What follows belongs to an exercise in optimizing a design on an open flow for small area and a short achievable clock period; a production flow would make more cautious choices.
Only simulation tests tie the RTL to the original design; equivalence was not proved.
Power and IR drop assume default switching activity.

==> module bm_wen, before the edit <==
module bm_wen (input logic a, input logic b, input logic c,
               output logic we, output logic nwe);
  assign we  = a & b & c;
  assign nwe = ~(a & b & c);
endmodule
==> module bus_mem_responder, before the edit <==
module bus_mem_responder #(
  parameter logic [bus_pkg::ADDR_W-1:0] BASE = 20'h00000,
  parameter int                DEPTH_LOG2  = 8,
  parameter int                WAIT_STATES = 1,
  parameter logic [bus_pkg::DATA_W-1:0] FILL_BYTE = 8'hFF
) (
  input  logic              clk,
  input  logic              reset,
  input  logic              EN,
  input  logic              RD_WR,
  input  logic [bus_pkg::ADDR_W-1:0] Direction,
  input  logic [bus_pkg::DATA_W-1:0] Bus_in,
  output logic [bus_pkg::DATA_W-1:0] Bus_out,
  output logic              Bus_oe,
  output logic              READY,
  output logic              ERR,
  output logic              Busy
);
  logic        busy_q, addr_q, wait_q, data_q;
  logic        err_q, oe_q, wnow_q;
  logic [7:0]  out_q;
  logic [7:0]  off_q;
  logic        op_q, in_win_q;
  logic [1:0]  phase_q;
  logic [2:0]  wpend_q;           
  logic [7:0]  waddr_q, wdata_q;  
  logic        fwd_d;             
  logic        src_tree_q, src_buf_q, src_wd_q, src_ff_q;   
  logic [7:0]  rdbuf_q;
  logic [15:0] rhi_n_q;           
  logic [7:0]  rmt_n_q;           
  logic [15:0] whi_q;             
  logic [3:0]  wmid_q;            
  logic        go_q;              
  logic [7:0]  rd;
  logic        accept;
  logic [7:0]  anext, wanext;
  logic [1:0]  rplace_nx, wplace_nx;
  assign accept = !busy_q && EN;
  assign fwd_d  = (off_q == waddr_q);
  always_ff @(posedge clk or negedge reset) begin
    if (!reset) begin
      busy_q <= 1'b0;
      addr_q <= 1'b0;
      wait_q <= 1'b0;
      data_q <= 1'b0;
      err_q  <= 1'b0;
      oe_q   <= 1'b0;
      wnow_q <= 1'b0;
      out_q  <= '0;
      src_tree_q <= 1'b0;
      src_buf_q  <= 1'b0;
      src_wd_q   <= 1'b0;
      src_ff_q   <= 1'b0;
    end else begin
      busy_q <= accept || addr_q || wait_q || data_q;
      addr_q <= accept;
      wait_q <= addr_q;
      data_q <= wait_q;
      err_q  <= wait_q && !in_win_q;
      oe_q   <= wait_q && !op_q;
      wnow_q <= wait_q && op_q && in_win_q;
      src_tree_q <= addr_q && !op_q && in_win_q && !fwd_d && !rplace_nx[0];
      src_buf_q  <= addr_q && !op_q && in_win_q && !fwd_d && rplace_nx[0];
      src_wd_q   <= addr_q && !op_q && in_win_q && fwd_d;
      src_ff_q   <= addr_q && !op_q && !in_win_q;
      out_q  <= ({8{src_tree_q}} & rd) | ({8{src_buf_q}} & rdbuf_q) |
                ({8{src_wd_q}} & wdata_q) | ({8{src_ff_q}} & FILL_BYTE);
    end
  end
  always_ff @(posedge clk) begin
    if (!busy_q) begin
      off_q    <= Direction[7:0];
      op_q     <= RD_WR;
      in_win_q <= (Direction[19:8] == 12'h000);
    end
  end
  always_ff @(posedge clk) begin
    case (phase_q)
      2'd0:    phase_q <= 2'd1;
      2'd1:    phase_q <= 2'd2;
      2'd2:    phase_q <= 2'd3;
      default: phase_q <= 2'd0;
    endcase
  end
  assign wanext = wnow_q ? off_q : waddr_q;
  always_ff @(posedge clk) begin
    wpend_q <= {wpend_q[1:0], wnow_q};
    if (wnow_q) begin
      waddr_q <= off_q;
      wdata_q <= Bus_in;
    end
    rdbuf_q <= rd;
  end
  assign anext     = !busy_q ? Direction[7:0] : off_q;
  assign rplace_nx = anext[1:0] + phase_q + 2'd1;
  assign wplace_nx = wanext[1:0] + phase_q + 2'd1;
  always_ff @(posedge clk) begin
    for (int i = 0; i < 16; i++) begin
      rhi_n_q[i] <= (anext[7:4] != i[3:0]);
      whi_q[i] <= (wanext[7:4] == i[3:0]);
    end
    for (int i = 0; i < 4; i++) begin
      rmt_n_q[2*i]   <= !(anext[3:2] == i[1:0] && rplace_nx == 2'd0);
      rmt_n_q[2*i+1] <= !(anext[3:2] == i[1:0] && rplace_nx == 2'd2);
      wmid_q[i]      <= (wanext[3:2] == i[1:0]);
    end
    go_q   <= (|{wpend_q[2:0], wnow_q}) && (wplace_nx == 2'd3);
  end
  logic [127:0] rs;               
  logic [7:0]   row_q [256];      
  genvar r, p, b, k;
  generate
    for (r = 0; r < 64; r++) begin : g_ring
      logic we, nwe;
      logic [7:0] nxt;
      bm_wen  u_we  (.a(whi_q[r / 4]), .b(wmid_q[r % 4]), .c(go_q),
                     .we(we), .nwe(nwe));
      for (b = 0; b < 8; b++) begin : g_bit
        bm_hold u_h (.we(we), .nwe(nwe), .d(wdata_q[b]), .q(row_q[4*r+3][b]), .y(nxt[b]));
      end
      always_ff @(posedge clk) begin
        row_q[4*r]   <= nxt;
        row_q[4*r+1] <= row_q[4*r];
        row_q[4*r+2] <= row_q[4*r+1];
        row_q[4*r+3] <= row_q[4*r+2];
      end
      for (p = 0; p < 2; p++) begin : g_pl
        bm_nor2 u_rs (.a(rhi_n_q[r / 4]), .b(rmt_n_q[(r % 4) * 2 + p]), .y(rs[2*r+p]));
      end
    end
    for (b = 0; b < 8; b++) begin : g_rd
      logic [31:0] t1;    
      logic [15:0] t2;    
      logic [3:0]  t3;    
      logic [1:0]  t4;    
      for (k = 0; k < 32; k++) begin : g_t1
        bm_rd4 u_a (.s0(rs[4*k]),   .d0(row_q[2*(4*k)][b]),
                    .s1(rs[4*k+1]), .d1(row_q[2*(4*k+1)][b]),
                    .s2(rs[4*k+2]), .d2(row_q[2*(4*k+2)][b]),
                    .s3(rs[4*k+3]), .d3(row_q[2*(4*k+3)][b]), .y(t1[k]));
      end
      for (k = 0; k < 16; k++) begin : g_t2
        bm_nor2 u_o (.a(t1[2*k]), .b(t1[2*k+1]), .y(t2[k]));
      end
      for (k = 0; k < 4; k++) begin : g_t3
        bm_nand4 u_n (.a(t2[4*k]), .b(t2[4*k+1]), .c(t2[4*k+2]), .d(t2[4*k+3]), .y(t3[k]));
      end
      bm_nor2 u_o4 (.a(t3[0]), .b(t3[1]), .y(t4[0]));
      bm_nor2 u_o5 (.a(t3[2]), .b(t3[3]), .y(t4[1]));
      assign rd[b] = ~(t4[0] & t4[1]);
    end
  endgenerate
  assign Bus_out = out_q;
  assign Bus_oe  = oe_q;
  assign READY   = data_q;
  assign ERR     = err_q;
  assign Busy    = busy_q;
endmodule
Settings: LEC_CHECK=0, CAP_MARGIN=20, CORE_MARGIN=2, CORE_UTILIZATION=40, CTS_CLUSTER_DIAMETER=100, CTS_CLUSTER_SIZE=24, SETUP_SLACK_MARGIN=2.5, SLEW_MARGIN=20, SYNTH_HIERARCHICAL=1; clock period 5.0 ns.
run.sh (not shown) runs the stock make flow with config.mk's settings and CLKGATE_MAP_FILE= SYNTH_SCRIPT=/design/flow/synth_recipe.tcl, a recipe that flattens the netlist after the stock synthesis.
Then changed:
--- a/flow/design.v
+++ b/flow/design.v
@@ -18,8 +18,8 @@
   assign y = (we & d) | (nwe & q);
 endmodule
-module bm_wen (input logic a, input logic b, input logic c,
+module bm_wen (input logic a_n, input logic b_n, input logic c_n,
                output logic we, output logic nwe);
-  assign we  = a & b & c;
-  assign nwe = ~(a & b & c);
+  assign we  = ~(a_n | b_n | c_n);
+  assign nwe = ~we;
 endmodule
 module bm_rd4 (input logic s0, input logic d0, input logic s1, input logic d1,
@@ -69,6 +69,6 @@
   logic [15:0] rhi_n_q;           
   logic [7:0]  rmt_n_q;           
-  logic [15:0] whi_q;             
-  logic [3:0]  wmid_q;            
+  logic [15:0] whi_n_q;           
+  logic [3:0]  wmid_n_q;          
   logic        go_q;              
   logic [7:0]  rd;
@@ -138,13 +138,15 @@
     for (int i = 0; i < 16; i++) begin
       rhi_n_q[i] <= (anext[7:4] != i[3:0]);
-      whi_q[i] <= (wanext[7:4] == i[3:0]);
+      whi_n_q[i] <= (wanext[7:4] != i[3:0]);
     end
     for (int i = 0; i < 4; i++) begin
       rmt_n_q[2*i]   <= !(anext[3:2] == i[1:0] && rplace_nx == 2'd0);
       rmt_n_q[2*i+1] <= !(anext[3:2] == i[1:0] && rplace_nx == 2'd2);
-      wmid_q[i]      <= (wanext[3:2] == i[1:0]);
+      wmid_n_q[i]    <= (wanext[3:2] != i[1:0]);
     end
     go_q   <= (|{wpend_q[2:0], wnow_q}) && (wplace_nx == 2'd3);
   end
+  logic       go_n;
+  assign go_n = !go_q;
   logic [127:0] rs;               
   logic [7:0]   row_q [256];      
@@ -154,5 +156,5 @@
       logic we, nwe;
       logic [7:0] nxt;
-      bm_wen  u_we  (.a(whi_q[r / 4]), .b(wmid_q[r % 4]), .c(go_q),
+      bm_wen  u_we  (.a_n(whi_n_q[r / 4]), .b_n(wmid_n_q[r % 4]), .c_n(go_n),
                      .we(we), .nwe(nwe));
       for (b = 0; b < 8; b++) begin : g_bit
@@ -188,5 +190,5 @@
       bm_nor2 u_o4 (.a(t3[0]), .b(t3[1]), .y(t4[0]));
       bm_nor2 u_o5 (.a(t3[2]), .b(t3[3]), .y(t4[1]));
-      assign rd[b] = ~(t4[0] & t4[1]);
+      bm_nand2 u_f (.a(t4[0]), .b(t4[1]), .y(rd[b]));
     end
   endgenerate
=>
- clock power went down by about 1%
- non-clock buffer count falls by 5
- core utilization barely changes
- total power fell by 0.57%
- sequential power stays flat
- final cell count stays flat
- global-route usage came out lower by 0.27 points
- design area stays flat
- clock skew rose by 0.0092 ns
- routed wire length decreases by 1.5%
- via count drops by 0.32%

-- port drivers added, routing unchanged --
No port has a modelled driver above. Below, the same layouts with a new extraction and two added sets of constraints.
Step 1 (the two cells are an assumption about what drives the block):
set clk [get_ports {clk}]
set_driving_cell -lib_cell sky130_fd_sc_hd__clkbuf_16 $clk
set_driving_cell -lib_cell sky130_fd_sc_hd__buf_2 [delete_from_list [all_inputs] $clk]
Step 2 adds t to the input delays and takes it off the output delays; t is the mean of the earliest and latest rising clock arrival at the registers after step 1. Input paths then give back, and output paths get back, about the clock's delay inside the block.
Slacks: ideal ports / drivers / drivers and shift; pairs: ideal ports / drivers.
run	t (ns)	setup WS [ns]	hold WS [ns]	worst setup path at the end	worst slew at a driven data input, ns
the first run	0.804	2.544 / 2.465 / 2.237	0.223 / 0.172 / 0.305	input to register	0.10
the second run	0.808	2.554 / 2.483 / 2.278	0.221 / 0.164 / 0.309	input to register	0.05
After both steps setup and hold are still met in every run listed. The setup slack of the first run, which loses most, moves by -0.079 ns with the drivers and by -0.307 ns with both steps.
